Context: an optimization exercise on an open-source flow, tuned for small area. The choices shown serve that exercise and are no tape-out recipe.
Only simulation tests tie the RTL to the original design; equivalence was not proved.

==> 06-03 <==
==> flow/design.v <==
`timescale 1ns/1ps
package cache_pkg;
    localparam int DATA_WIDTH = 8;
    localparam int RAM_DEPTH = 256;
    localparam int ADDR_WIDTH = $clog2(RAM_DEPTH);
    localparam int DEF_WAYS = 4;
    localparam int DEF_SETS = 4;
    localparam int HIT_LATENCY = 2;
    localparam int MISS_LATENCY = 3;
    typedef enum logic {
        OP_READ  = 1'b0,
        OP_WRITE = 1'b1
    } cache_op_e;
    typedef struct packed {
        cache_op_e               op;
        logic [ADDR_WIDTH-1:0]   addr;
        logic [DATA_WIDTH-1:0]   wdata;
    } cache_req_t;
    typedef struct packed {
        logic [DATA_WIDTH-1:0] data;
    } cache_rsp_t;
endpackage
`timescale 1ns/1ps
module ram_aoi3 (
    input  logic [2:0] d,
    input  logic [2:0] s,
    output logic       y
);
    assign y = ~|(d & s);
endmodule
module ram_aoi1 (
    input  logic d,
    input  logic s,
    output logic y
);
    assign y = ~(d & s);
endmodule
module ram_nand_tree (
    input  logic [29:0] n,
    output logic        y
);
    assign y = ~&n;
endmodule
module ram_read_bit (
    input  logic [87:0] d,
    input  logic [87:0] s,
    output logic        y
);
    logic [29:0] n;
    for (genvar i = 0; i < 29; i++) begin : g_aoi
        ram_aoi3 u_aoi (.d(d[i*3 +: 3]), .s(s[i*3 +: 3]), .y(n[i]));
    end
    ram_aoi1 u_last (.d(d[87]), .s(s[87]), .y(n[29]));
    ram_nand_tree u_tree (.n(n), .y(y));
endmodule
module ram_read (
    input  logic [703:0] mem,
    input  logic [87:0]  row,
    output logic [7:0]   rd
);
    for (genvar b = 0; b < 8; b++) begin : g_bit
        logic [87:0] d;
        for (genvar r = 0; r < 88; r++) begin : g_row
            assign d[r] = mem[r*8 + b];
        end
        ram_read_bit u_bit (.d(d), .s(row), .y(rd[b]));
    end
endmodule
module ram_port (
    input  logic wsel,
    input  logic wd,
    input  logic keep,
    input  logic q,
    output logic d
);
    assign d = (wsel & wd) | (keep & q);
endmodule
`timescale 1ns/1ps
`timescale 1ns/1ps
`timescale 1ns/1ps
`timescale 1ns/1ps
module cache_top (
    input  logic       clk,
    input  logic       rst,
    input  logic       req_valid,
    input  logic       req_op,
    input  logic [7:0] req_addr,
    input  logic [7:0] req_wdata,
    output logic       req_ready,
    output logic       done,
    output logic [7:0] rsp_data
);
    localparam logic [1:0] S_IDLE = 2'd0, S_LOOKUP = 2'd1, S_MEM = 2'd2, S_DONE = 2'd3;
    logic [1:0] state_q;
    logic       idle, lookup, mem_st;
    assign idle   = (state_q == S_IDLE);
    assign lookup = (state_q == S_LOOKUP);
    assign mem_st = (state_q == S_MEM);
    assign done   = (state_q == S_DONE);
    assign req_ready = idle;
    logic       accept;
    logic       op_q;
    logic [7:0] addr_q;
    logic [7:0] wd_q;
    assign accept = idle && req_valid;
    always_ff @(posedge clk) begin
        if (accept) begin
            addr_q <= req_addr;
            wd_q   <= req_wdata;
        end
    end
    always_ff @(posedge clk or posedge rst) begin
        if (rst) begin
            op_q <= 1'b0;
        end else if (accept) begin
            op_q <= req_op;
        end
    end
    logic [4:0] pos_q;
    logic [1:0] zc_q;
    always_ff @(posedge clk or posedge rst) begin
        if (rst) begin
            pos_q <= '0;
            zc_q  <= '0;
        end else begin
            pos_q <= pos_q + 5'd1;
            if (zc_q != 2'd3) zc_q <= zc_q + 2'd1;
        end
    end
    logic [1:0] set_i;
    logic [5:0] tag_i;
    logic [1:0] setpos;
    assign set_i  = addr_q[1:0];
    assign tag_i  = addr_q[7:2];
    assign setpos = set_i + pos_q[1:0];
    logic [3:0][5:0] tslot_q [4];
    logic [3:0] tvld_q  [4];
    logic [3:0] m;
    always_comb begin
        for (int j = 0; j < 4; j++) begin
            m[j] = tvld_q[setpos][j] && (tslot_q[setpos][j] == tag_i);
        end
    end
    logic hit;
    assign hit = |m;
    logic [3:0] sh;
    assign sh[0] = 1'b1;
    assign sh[1] = ~m[0];
    assign sh[2] = ~(m[0] | m[1]);
    assign sh[3] = ~(m[0] | m[1] | m[2]);
    logic miss_q;
    always_ff @(posedge clk) begin
        miss_q <= mem_st;
    end
    logic upd;
    assign upd = setpos[0] && (lookup || mem_st || (done && !miss_q));
    logic [3:0][5:0] tslot_d [4];
    logic [3:0] tvld_d  [4];
    always_comb begin
        for (int p = 0; p < 4; p++) begin
            tslot_d[p] = tslot_q[(p+3)%4];
            tvld_d[p]  = tvld_q[(p+3)%4];
        end
        for (int p = 0; p < 4; p += 2) begin
            if (upd && setpos == 2'((p+3)%4)) begin
                tslot_d[p][0] = tag_i;
                for (int j = 1; j < 4; j++) begin
                    if (sh[j]) tslot_d[p][j] = tslot_q[(p+3)%4][j-1];
                end
                if (!hit) tvld_d[p] = {tvld_q[(p+3)%4][2:0], 1'b1};
            end
        end
    end
    always_ff @(posedge clk) begin
        for (int p = 0; p < 4; p++) tslot_q[p] <= tslot_d[p];
    end
    always_ff @(posedge clk or posedge rst) begin
        if (rst) begin
            for (int p = 0; p < 4; p++) tvld_q[p] <= '0;
        end else begin
            for (int p = 0; p < 4; p++) tvld_q[p] <= tvld_d[p];
        end
    end
    localparam int RL = 32;
    localparam int NR = 8;
    logic       zero, ram_ok;
    assign zero   = (zc_q != 2'd3);
    assign ram_ok = !zero;
    localparam logic [RL-1:0] PORT = 32'h4924_9249;
    logic [4:0]  wslot;
    logic [7:0]  wring;
    logic [31:0] wss;
    assign wslot = addr_q[4:0] + pos_q;
    always_comb begin
        for (int i = 0; i < RL; i++) wss[i] = (wslot == 5'(i));
        for (int k = 0; k < NR; k++) wring[k] = op_q && (addr_q[7:5] == 3'(k));
    end
    logic [7:0] ring_q [NR][RL];
    logic [7:0] ring_d [NR][RL];
    for (genvar k = 0; k < NR; k++) begin : g_ring
        for (genvar i = 0; i < RL; i++) begin : g_slot
            if (PORT[i]) begin : g_port
                logic wsel, keep;
                assign wsel = wring[k] && wss[(i+RL-1)%RL];
                assign keep = !wsel && !zero;
                for (genvar b = 0; b < 8; b++) begin : g_bit
                    ram_port u_port (.wsel(wsel), .wd(wd_q[b]), .keep(keep),
                                     .q(ring_q[k][(i+RL-1)%RL][b]), .d(ring_d[k][i][b]));
                end
            end else begin : g_shift
                assign ring_d[k][i] = ring_q[k][(i+RL-1)%RL];
            end
        end
    end
    always_ff @(posedge clk) begin
        for (int k = 0; k < NR; k++) begin
            for (int i = 0; i < RL; i++) ring_q[k][i] <= ring_d[k][i];
        end
    end
    localparam int NT = 11;
    logic [7:0]    ra;
    logic [4:0]    rslot;
    logic [NT-1:0] rss;
    logic [7:0]    rring;
    logic          at_tap;
    assign ra     = idle ? req_addr : addr_q;
    assign rslot  = ra[4:0] + pos_q;
    assign at_tap = |rss;
    always_comb begin
        for (int i = 0; i < NT; i++) rss[i] = (rslot == 5'(3*i));
        for (int k = 0; k < NR; k++) rring[k] = (ra[7:5] == 3'(k));
    end
    logic [NR*NT-1:0]   row;
    logic [NR*NT*8-1:0] tap_flat;
    always_comb begin
        for (int k = 0; k < NR; k++) begin
            for (int i = 0; i < NT; i++) begin
                row[k*NT+i] = rring[k] && rss[i];
                tap_flat[(k*NT+i)*8 +: 8] = ring_q[k][3*i];
            end
        end
    end
    logic [7:0] tap_raw, tap_rd;
    ram_read u_read (.mem(tap_flat), .row(row), .rd(tap_raw));
    assign tap_rd = ram_ok ? tap_raw : 8'h00;
    logic       fwd;
    logic [7:0] cap_q;
    assign fwd = op_q && (addr_q == ra);
    always_ff @(posedge clk) begin
        if (at_tap) cap_q <= fwd ? wd_q : tap_rd;
    end
    logic [7:0] rsp_d;
    assign rsp_d = op_q ? 8'h00 : (at_tap ? tap_rd : cap_q);
    logic [7:0] rsp_q;
    always_ff @(posedge clk or posedge rst) begin
        if (rst) begin
            rsp_q <= '0;
        end else if (done) begin
            rsp_q <= rsp_d;
        end
    end
    assign rsp_data = done ? rsp_d : rsp_q;
    always_ff @(posedge clk or posedge rst) begin
        if (rst) begin
            state_q <= S_IDLE;
        end else begin
            case (state_q)
                S_IDLE:   if (req_valid) state_q <= S_LOOKUP;
                S_LOOKUP: state_q <= hit ? S_DONE : S_MEM;
                S_MEM:    state_q <= S_DONE;
                default:  state_q <= S_IDLE;
            endcase
        end
    end
endmodule
==> flow/run.sh <==
#!/bin/bash
# synth_recipe.tcl (not shown) runs the flow's synth.tcl, then flattens the netlist and writes it again
# the make line also repeats each setting of config.mk as NAME=value (left out here)
make -C /OpenROAD-flow-scripts/flow DESIGN_CONFIG=/design/flow/config.mk WORK_HOME=/design/flow/orfs CLKGATE_MAP_FILE= SYNTH_SCRIPT=/design/flow/synth_recipe.tcl finish
==> flow/config.mk <==
export PLATFORM = sky130hd
export DESIGN_NAME = cache_top
export DESIGN_NICKNAME = cache_top
export VERILOG_FILES = /design/flow/design.v
export SDC_FILE = /design/flow/constraint.sdc
export NUM_CORES = 4
export LEC_CHECK = 0
export CAP_MARGIN = 10
export CORE_MARGIN = 2
export CORE_UTILIZATION = 65
export CTS_BUF_LIST = sky130_fd_sc_hd__clkbuf_8
export CTS_CLUSTER_DIAMETER = 80
export CTS_CLUSTER_SIZE = 15
export GPL_TIMING_DRIVEN = 0
export SETUP_SLACK_MARGIN = 0.2
export SLEW_MARGIN = 10
export SYNTH_HIERARCHICAL = 1
==> flow/constraint.sdc <==
create_clock -name core_clock -period 10.0 [get_ports {clk}]
set_input_delay 2.0000 -clock core_clock [delete_from_list [all_inputs] [get_ports {clk}]]
set_output_delay 2.0000 -clock core_clock [all_outputs]
set_load 0.01 [all_outputs]
==> inputs of 02-15, as changes to 06-03 <==
==> flow/flow/run.sh (new file) <==
#!/bin/bash
# Standard layout, with clock tree synthesis told to leave out dummy loads
# and to use larger sink clusters. Each tool's output goes to the ORFS logs;
# the make output goes to standard.log.
set -euo pipefail
export CTS_ARGS="-sink_clustering_enable -repair_clock_nets -dont_use_dummy_load -sink_clustering_size 18 -sink_clustering_max_diameter 80 -buf_list sky130_fd_sc_hd__clkbuf_8"
bash standard.sh > standard.log 2>&1
==> flow/standard.sh (new file) <==
#!/bin/bash
# synth_recipe.tcl (not shown) runs the flow's synth.tcl, then flattens the netlist and writes it again
# the make line also repeats each setting of config.mk as NAME=value (left out here)
make -C /OpenROAD-flow-scripts/flow DESIGN_CONFIG=/design/flow/config.mk WORK_HOME=/design/flow/orfs CLKGATE_MAP_FILE= SYNTH_SCRIPT=/design/flow/synth_recipe.tcl "${@:-finish}"
removed: flow/run.sh
==> results.sh <==
export IMPL_whs_ns=0.313
export IMPL_wirelength_um=155000
export IMPL_arrival_ns=7.72
export IMPL_status="finished clean"
export IMPL_clkSlewWorstSetupHoldPaths_ns=0.09
export IMPL_timing_slew_headroom_pct=13.9
the above is filed under 06-03

==> results.sh <==
export IMPL_status="finished clean"
export IMPL_whs_ns=0.308
export IMPL_wirelength_um=155000
export IMPL_clkbuf_count=140
export IMPL_synth_seq_area_share_pct=76.4
export IMPL_clkSlewWorstSetupHoldPaths_ns=0.10
export IMPL_placed_cells=5174
export IMPL_yosysTopAreaCell="dfxtp_1"
export IMPL_synth_top_family_by_area="compound AO/OA/AOI/OAI gates"
the above is filed under 02-15

-- what the ideal ports hide --
The flow's constraints put no driver on any port. The routed layouts listed below were extracted and timed again, unchanged, in two steps. Step 1: set_driving_cell puts a clkbuf_16 on clk and a buf_2 on each other input, an assumption about the parent block. Step 2 adds t to the input delays and takes it off the output delays; t is the mean of the earliest and latest rising clock arrival at the registers after step 1. Input paths then give back, and output paths get back, about the clock's delay inside the block. Three values: ideal ports, drivers, drivers and shift; two values: the first two.
run	t, ns	setup WS [ns]	worst hold slack (ns)	slew at the worst register clock pin (ns)
06-03	0.915	0.278 / 0.249 / 0.249	0.313 / 0.313 / 0.313	0.10 / 0.10
02-15	0.876	0.307 / 0.272 / 0.272	0.308 / 0.308 / 0.308	0.11 / 0.11
After both steps setup and hold are still met in every run listed. The setup slack of 02-15, which loses most, moves by -0.035 ns with the drivers and by -0.035 ns with both steps.
